Source: an optimization exercise on an open RTL-to-GDS flow (aim: small area, a short achievable clock period and few clock cycles per item). Production flows keep margins and buffers that such runs may drop. Only simulation tests tie the RTL to the original design; equivalence was not proved. Power figures rest on the tool's default switching activity, not on a simulated workload.

P:
## rda_top
module rda_top (
	input  logic        clk,
	input  logic        rst,
	input  logic [63:0] req_a,
	input  logic [63:0] req_b,
	input  logic        req_cin,
	input  logic        req_valid,
	output logic        req_credit,
	output logic [64:0] rsp_sum,
	output logic        rsp_valid,
	input  logic        rsp_credit
);
	logic [64:0] core_sum;
	logic        core_valid;
	logic        core_take;
	rda_core u_core (
		.clk       (clk),
		.rst       (rst),
		.req_a     (req_a),
		.req_b     (req_b),
		.req_cin   (req_cin),
		.req_valid (req_valid),
		.take      (core_take),
		.sum_out   (core_sum),
		.sum_valid (core_valid)
	);
	rda_result_buffer u_buffer (
		.clk        (clk),
		.rst        (rst),
		.push_data  (core_sum),
		.push_valid (core_valid),
		.push_arrive(req_valid),
		.push_take  (core_take),
		.rsp_sum    (rsp_sum),
		.rsp_valid  (rsp_valid),
		.rsp_credit (rsp_credit),
		.req_credit (req_credit)
	);
endmodule
==> flow/config.mk <==
export PLATFORM = sky130hd
export DESIGN_NAME = rda_top
export DESIGN_NICKNAME = rda_top
export VERILOG_FILES = /design/flow/design.v
export SDC_FILE = /design/flow/constraint.sdc
export NUM_CORES = 4
export LEC_CHECK = 0
export CAP_MARGIN = 20
export CORE_MARGIN = 2
export CORE_UTILIZATION = 50
export CTS_CLUSTER_DIAMETER = 80
export CTS_CLUSTER_SIZE = 30
export SETUP_SLACK_MARGIN = 1.75
export SLEW_MARGIN = 20
export SYNTH_HIERARCHICAL = 1
==> flow/constraint.sdc <==
create_clock -name core_clock -period 3.6 [get_ports {clk}]
set_input_delay 0.7200 -clock core_clock [delete_from_list [all_inputs] [get_ports {clk}]]
set_output_delay 0.7200 -clock core_clock [all_outputs]
set_load 0.01 [all_outputs]
standard.sh (not shown) runs the stock make flow with config.mk's settings and CLKGATE_MAP_FILE= SYNTH_SCRIPT=/design/flow/synth_recipe.tcl, a recipe that flattens the netlist after the stock synthesis.
==> flow/flow/run.sh <==
#!/bin/bash
# Layout flow: the standard synthesis and ORFS flow, with the port buffers
# made from plain buffers (buf_1, resized later by timing repair) instead of the
# delay cells buffer_ports picks by default.
set -euo pipefail
cd "$(dirname "$0")/.."
bash standard.sh synth > synth.log 2>&1
bash standard.sh "BUFFER_PORTS_ARGS=-buffer_cell sky130_fd_sc_hd__buf_1" finish > layout.log 2>&1
test -f out/final.def
P reached the end of the flow, and the finished layout is clean on the timing, design-rule and antenna checks.
Testbench counts of P, summed over its fixed seeds: cycles 16,024, items 16,000.
#### Input delta (Q over P)
- CTS_CLUSTER_SIZE changed from 30 to 24
- CTS_CLUSTER_DIAMETER changed from 80 to 70
- CORE_UTILIZATION changed from 50 to 40
==> results.txt <==
- Compared with P, Q shows a lower via density per instance.
- Setup slack (lower): P
- Highest layer used for signal routing = met4: P; highest layer used for signal routing = met5: Q
- Per the comparison of Q with P, number of H-tree levels increased by 1 relative to the old numbers; final area has increased; setup-violating endpoint count in the final report held; area after synthesis has remained practically unchanged.
Input changes introduced in R (baseline for comparison: Q):
- swapping 70 for 80 in CTS_CLUSTER_DIAMETER
- putting TNS_END_PERCENT at 30 where nothing was set
- swapping 24 for 30 in CTS_CLUSTER_SIZE
## What came out
Timing, DRC, antenna: 0 failures across Q and R
R vs. Q: overall fraction of global-route tracks in use dropped 0.53 points; final area dropped about 2.5%; cell count dropped 27; critical path depth barely changed.
When the final numbers for Q and R were put side by side, the final period utilization turned out to be greater in R.
Wire length reported by the detailed router ended up 2.6% lower on R than on Q.
Diff Q -> R: share of the core filled with cells fell by 1.2 points, relative area of non-clock buffer cells in the final design fell by 0.51 points.
The following lists how S was set up differently from R:
- setting GPL_TIMING_DRIVEN to 0 for the first time
- removing TNS_END_PERCENT (formerly 30)
==> results.txt <==
- Summary of S over R: proportion of final cell area spent on non-clock buffers went up by 1.9 points; flip-flop and latch area flat; power increased 1.5%.

Setup of run A:
rda_top again, from the RTL that the note above started with.
Settings: LEC_CHECK=0, CAP_MARGIN=20, CORE_MARGIN=2, CORE_UTILIZATION=40, CTS_CLUSTER_DIAMETER=80, CTS_CLUSTER_SIZE=30, SETUP_SLACK_MARGIN=1.82, SLEW_MARGIN=20, SYNTH_HIERARCHICAL=1; clock period 3.6 ns.
Scripts as last shown in full above: flow/flow/run.sh
Both conditions hold for run A: the flow ran to the end and the final layout passed the timing, design-rule and antenna checks.
Testbench counts of run A, summed over its fixed seeds: cycles 16,024, items 16,000.
> inputs changed (run A -> run B)
- changing SETUP_SLACK_MARGIN from 1.82 to 1.75
- setting PLACE_DENSITY to 0.7 for the first time
Findings:
Against run A, run B reports a count of clock-buffer cells in the layout that is lower. Diff run A -> run B: switching part of the total was more or less identical; wire length on met3 saw a decrease; detailed router's first-iteration violation count went up 129; final critical-path required period shows an increase of 0.013 ns.
Input-level comparison between run C and run B:
- clearing PLACE_DENSITY, which used to be 0.7
[summary]
- Diff run B and run C: detailed-routed wire length on met2 higher in run C
- Power grows slightly when moving from run B to run C.
- Run B and run C ended up with roughly the same area taken by flip-flops and latches.
- Clock-buffer cell count in run C vs run B: up about 3%
- Run C vs run B: wire length of the first global-routing pass up by a few percent
- For run B, the startpoint of the worst setup timing path was u_buffer.u_out.rsp_sum[20], unlike run C, where it was u_buffer.u_out.rsp_sum[16].
- Cell area | run C vs run B | run C larger
- ~same post-layout worst setup margin in run B and run C
- Run C reports a higher power attributed to the clock group than run B does.
- Taking run C over run B, the non-clock buffer count ratio works out to 1.07.

rda_top again, from the RTL that the note above started with.
==> flow/config.mk <==
export PLATFORM = sky130hd
export DESIGN_NAME = rda_top
export DESIGN_NICKNAME = rda_top
export VERILOG_FILES = /design/flow/design.v
export SDC_FILE = /design/flow/constraint.sdc
export NUM_CORES = 4
export LEC_CHECK = 0
export CAP_MARGIN = 20
export CORE_MARGIN = 2
export CORE_UTILIZATION = 40
export CTS_CLUSTER_DIAMETER = 80
export CTS_CLUSTER_SIZE = 30
export SETUP_SLACK_MARGIN = 1.7
export SLEW_MARGIN = 20
export SYNTH_HIERARCHICAL = 1
==> flow/constraint.sdc <==
create_clock -name core_clock -period 3.6 [get_ports {clk}]
set_input_delay 0.7200 -clock core_clock [delete_from_list [all_inputs] [get_ports {clk}]]
set_output_delay 0.7200 -clock core_clock [all_outputs]
set_load 0.01 [all_outputs]
Scripts as last shown in full above: flow/flow/run.sh
Testbench counts at the start, summed over its fixed seeds: cycles 16,024, items 16,000.
Rerun with:
Settings changed: CTS_CLUSTER_DIAMETER 80 to 60, SETUP_SLACK_MARGIN 1.7 to 1.75.
Non-clock buffer count came out higher by 11.
Worst hold slack is about the same.
Routed wire length came out higher by 2.8%.

==> port drivers added, routing unchanged <==
In the flow no input, the clock included, has a driving cell. The finished layouts below were timed again as built, in two steps.
Step 1 assumes that a clkbuf_16 drives the clock port and a buf_2 every other input.
Step 2 adds t to the input delays and takes it off the output delays; t is the mean of the earliest and latest rising clock arrival at the registers after step 1. Input paths then give back, and output paths get back, about the clock's delay inside the block.
Slacks: ideal ports / drivers / drivers and shift; pairs: ideal ports / drivers.
run | shift t [ns] | slack for setup (ns) | worst register clock-pin slew, ns | pins driven straight from the clock port
P | 0.633 | 1.785 / 1.731 / 1.261 | 0.11 / 0.11 | 1
Q | 0.615 | 1.789 / 1.734 / 1.256 | 0.10 / 0.10 | 1
R | 0.627 | 1.671 / 1.615 / 1.177 | 0.11 / 0.11 | 1
S | 0.625 | 1.756 / 1.698 / 1.255 | 0.11 / 0.11 | 1
run A | 0.621 | 1.794 / 1.739 / 1.344 | 0.12 / 0.12 | 1
run B | 0.645 | 1.781 / 1.724 / 1.251 | 0.11 / 0.11 | 1
run C | 0.631 | 1.783 / 1.728 / 1.243 | 0.11 / 0.11 | 1
the first run of note 3 | 0.645 | 1.743 / 1.689 / 1.212 | 0.11 / 0.11 | 1
the second run of note 3 | 0.624 | 1.786 / 1.728 / 1.254 | 0.10 / 0.10 | 1
After both steps every run listed still meets setup and hold. For run C, which loses most, drivers alone change the setup slack by -0.055 ns; drivers and shift together by -0.540 ns.
